What follows belongs to an exercise in optimizing a design on an open flow for small area, a short achievable clock period and few clock cycles per item; a production flow would make more cautious choices. Where RTL was checked, it was by simulation tests only, not by an equivalence proof against the original. Power is estimated from default activity; no workload was simulated.

==> inputs of run a <==
// fc_layer_top
module fc_layer_top #(
    parameter int ICH_B       = 4,
    parameter int OCH_B       = 2,
    parameter int OCH_T       = 4,
    parameter int SCALE_SHIFT = 8,
    parameter int RELU        = 1
) (
    input  logic                      clk,
    input  logic                      areset,
    input  logic                      i_run,
    output logic                      o_idle,
    output logic                      o_run,
    output logic                      o_done,
    output logic                      o_en_err,
    output fc_ctrl_pkg::in_addr_t     o_in_addr,
    output logic                      o_in_ce,
    input  fc_data_pkg::act_t         i_in_q,
    output fc_ctrl_pkg::w_addr_t      o_w_addr,
    output logic                      o_w_ce,
    input  fc_data_pkg::weight_word_t i_w_q,
    output fc_ctrl_pkg::och_idx_t     o_b_addr,
    output logic                      o_b_ce,
    input  fc_data_pkg::bias_t        i_b_q,
    output fc_ctrl_pkg::och_idx_t     o_out_addr,
    output logic                      o_out_ce,
    output fc_data_pkg::act_t         o_out_d
);
export LEC_CHECK = 0
export CAP_MARGIN = 20
export CORE_MARGIN = 2
export CORE_UTILIZATION = 60
export CTS_CLUSTER_DIAMETER = 100
export CTS_CLUSTER_SIZE = 30
export PLACE_DENSITY = 0.7
export SLEW_MARGIN = 20
export SYNTH_HIERARCHICAL = 1
export SYNTH_MINIMUM_KEEP_SIZE = 0
create_clock -name core_clock -period 13.0 [get_ports {clk}]
standard.sh (not shown) runs the stock make flow with config.mk's settings and CLKGATE_MAP_FILE= SYNTH_SCRIPT=/design/flow/synth_recipe.tcl, a recipe that flattens the netlist after the stock synthesis.
==> flow/flow/run.sh <==
#!/bin/bash
# The standard layout (standard synthesis included, unchanged), with the
# port buffers made from buf_4 cells instead of the resizer's default choice
# (clkdlybuf4s50_1, a delay cell). All tool output goes to standard.log here;
# ORFS also keeps its per-step logs under orfs/logs.
export BUFFER_PORTS_ARGS="-buffer_cell sky130_fd_sc_hd__buf_4"
bash standard.sh > standard.log 2>&1
==> inputs of run b, as changes to run a <==
==> flow/flow/run.sh (replaced) <==
#!/bin/bash
# The standard layout (standard synthesis included, unchanged), with the
# port buffers made from buf_4 cells instead of the resizer's default choice
# (clkdlybuf4s50_1, a delay cell), and timing repair aiming at 9.5 ns of
# setup slack. All tool output goes to standard.log here; ORFS also keeps its
# per-step logs under orfs/logs.
export BUFFER_PORTS_ARGS="-buffer_cell sky130_fd_sc_hd__buf_4"
export SETUP_SLACK_MARGIN=9.5
bash standard.sh > standard.log 2>&1
==> summary.txt <==
- In synthesized cell count, run b and run a do not differ.
- First-iteration DRC count: run a is lower than run b (about 10%).
- In worst hold slack, run b and run a hardly differ.
- In run b the worst setup slack is higher than in run a, by 0.25 ns.
- In die area, run a and run b do not differ.
==> figures <==
Run status: run a no timing/DRC/antenna violations; run b no timing/DRC/antenna violations
Routed length on met3: run a 1962 um; run b 2276 um
Detailed-routing wirelength on met1: run a 12770 um; run b 12490 um
Worst clock skew: run a 0.01773 ns; run b 0.01929 ns
Maximum clock rate: run a 261.8 MHz; run b 280.1 MHz
GR Util All Layers: run a 25.16%; run b 25.29%
Post-CTS Resized: run a 0; run b 48
Buffer count from post-CTS setup fixing: run a 0; run b 3
Slew of the pin with the lowest slew margin: run a 0.8493 ns; run b 0.8552 ns
Combinational Power: run a 2260 uW; run b 2380 uW
Fill count: run a 1669; run b 1631
PnR Total Power: run a 3937 uW; run b 4060 uW
Testbench counts of run a, summed over its fixed seeds: cycles 20,480, runs 512.
Testbench counts of run b, summed over its fixed seeds: cycles 20,480, runs 512.


==> job 2519 <==
fc_layer_top, a different RTL version from the one above (not shown whole).
clock: 13.0 ns
lec_check: 0
cap_margin: 20
core_margin: 2
core_utilization: 60
cts_cluster_diameter: 100
cts_cluster_size: 30
place_density: 0.7
slew_margin: 20
synth_hierarchical: 1
synth_minimum_keep_size: 0
==> flow/flow/run.sh <==
#!/bin/bash
# The standard layout (standard synthesis included, unchanged), with the
# port buffers made from buf_4 cells instead of the resizer's default choice
# (clkdlybuf4s50_1, a delay cell). All tool output goes to standard.log here;
# ORFS also keeps its per-step logs under orfs/logs.
export BUFFER_PORTS_ARGS="-buffer_cell sky130_fd_sc_hd__buf_4"
bash standard.sh > standard.log 2>&1
==> inputs of job 9508, as changes to job 2519 <==
CORE_UTILIZATION = 75   (was 60)
PLACE_DENSITY = 0.85   (was 0.7)
==> inputs of job 3362, as changes to job 2519 <==
CTS_CLUSTER_DIAMETER = 60   (was 100)
CTS_CLUSTER_SIZE = 20   (was 30)
==> impl_summary.txt <==
----------------------------------------------------
[Final layout]
  Design Area, Final ... 14,700 um^2
  Share of post-route cells with drive strength above 1 ... 0.0954
  Clock buffer count in the final layout ... 17

[STA]
  Pin slew with the least headroom to its limit ... 0.711 ns
  Worst hold slack ... 0.336 ns

[Run status]
  Run status ... finished clean

[Power]
  Power Dens Cells ... 306 nW/um^2

[Floorplanning]
  Die width ... 155 um

[Placement]
  Placer congestion estimate ... 0.990

----------------------------------------------------
the above is filed under job 2519

==> impl_summary.txt <==
----------------------------------------------------
[Floorplanning]
  Die width ... 155 um

[Run status]
  Run status ... finished clean

[Power]
  Power Dens Cells ... 313 nW/um^2

[Final layout]
  Design Area, Final ... 15,000 um^2
  Share of post-route cells with drive strength above 1 ... 0.110

[Placement]
  Placer congestion estimate ... 0.990

----------------------------------------------------
the above is filed under job 3362

==> impl_summary.txt <==
----------------------------------------------------
[Run status]
  Run status ... finished clean

[Critical path]
  Arr. time, crit path ... 1.03 ns
  Largest delay share family, worst path ... flip-flops

[STA]
  Pin slew with the least headroom to its limit ... 0.893 ns
  Worst hold slack ... 0.332 ns
  Final worst setup slack ... 9.37 ns
  Clock skew ... 0.0193 ns

[Final layout]
  Design Area, Final ... 14,600 um^2

[Logic synthesis]
  Number of flip-flops and latches in the synthesized netlist ... 262

[Floorplanning]
  Die width ... 139 um

----------------------------------------------------
the above is filed under job 9508

No run of this note included a check of the RTL's function; only the layout flow was run.

re-timing with driven ports:
The flow's constraints put no driver on any port. The routed layouts listed below were extracted and timed again, unchanged, in two steps.
Step 1 (the two cells are an assumption about what drives the block):
set clk [get_ports {clk}]
set_driving_cell -lib_cell sky130_fd_sc_hd__clkbuf_16 $clk
set_driving_cell -lib_cell sky130_fd_sc_hd__buf_2 [delete_from_list [all_inputs] $clk]
Step 2, shift: input delay + t, output delay - t, t = (earliest + latest rising clock arrival at the registers) / 2. This alone moves slack from input paths to output paths.
Three values: ideal ports, drivers, drivers and shift; two values: the first two.
| run | t (ns) | slack for setup (ns) | worst hold slack (ns) | slew at the worst register clock pin (ns) | worst data-port slew with drivers (ns) |
|---|---|---|---|---|---|
| run a | 0.526 | 9.181 / 9.181 / 9.181 | 0.336 / 0.336 / 0.336 | 0.11 / 0.11 | 0.05 |
| run b | 0.526 | 9.430 / 9.386 / 9.504 | 0.336 / 0.336 / 0.336 | 0.11 / 0.11 | 0.05 |
| job 2519 | 0.546 | 9.358 / 9.307 / 9.001 | 0.336 / 0.336 / 0.336 | 0.11 / 0.11 | 0.05 |
| job 9508 | 0.528 | 9.368 / 9.321 / 8.991 | 0.332 / 0.332 / 0.332 | 0.12 / 0.12 | 0.04 |
| job 3362 | 0.554 | 9.359 / 9.310 / 9.011 | 0.328 / 0.328 / 0.328 | 0.08 / 0.08 | 0.05 |
After both steps setup and hold are still met in every run listed. The setup slack of job 9508, which loses most, moves by -0.047 ns with the drivers and by -0.377 ns with both steps.
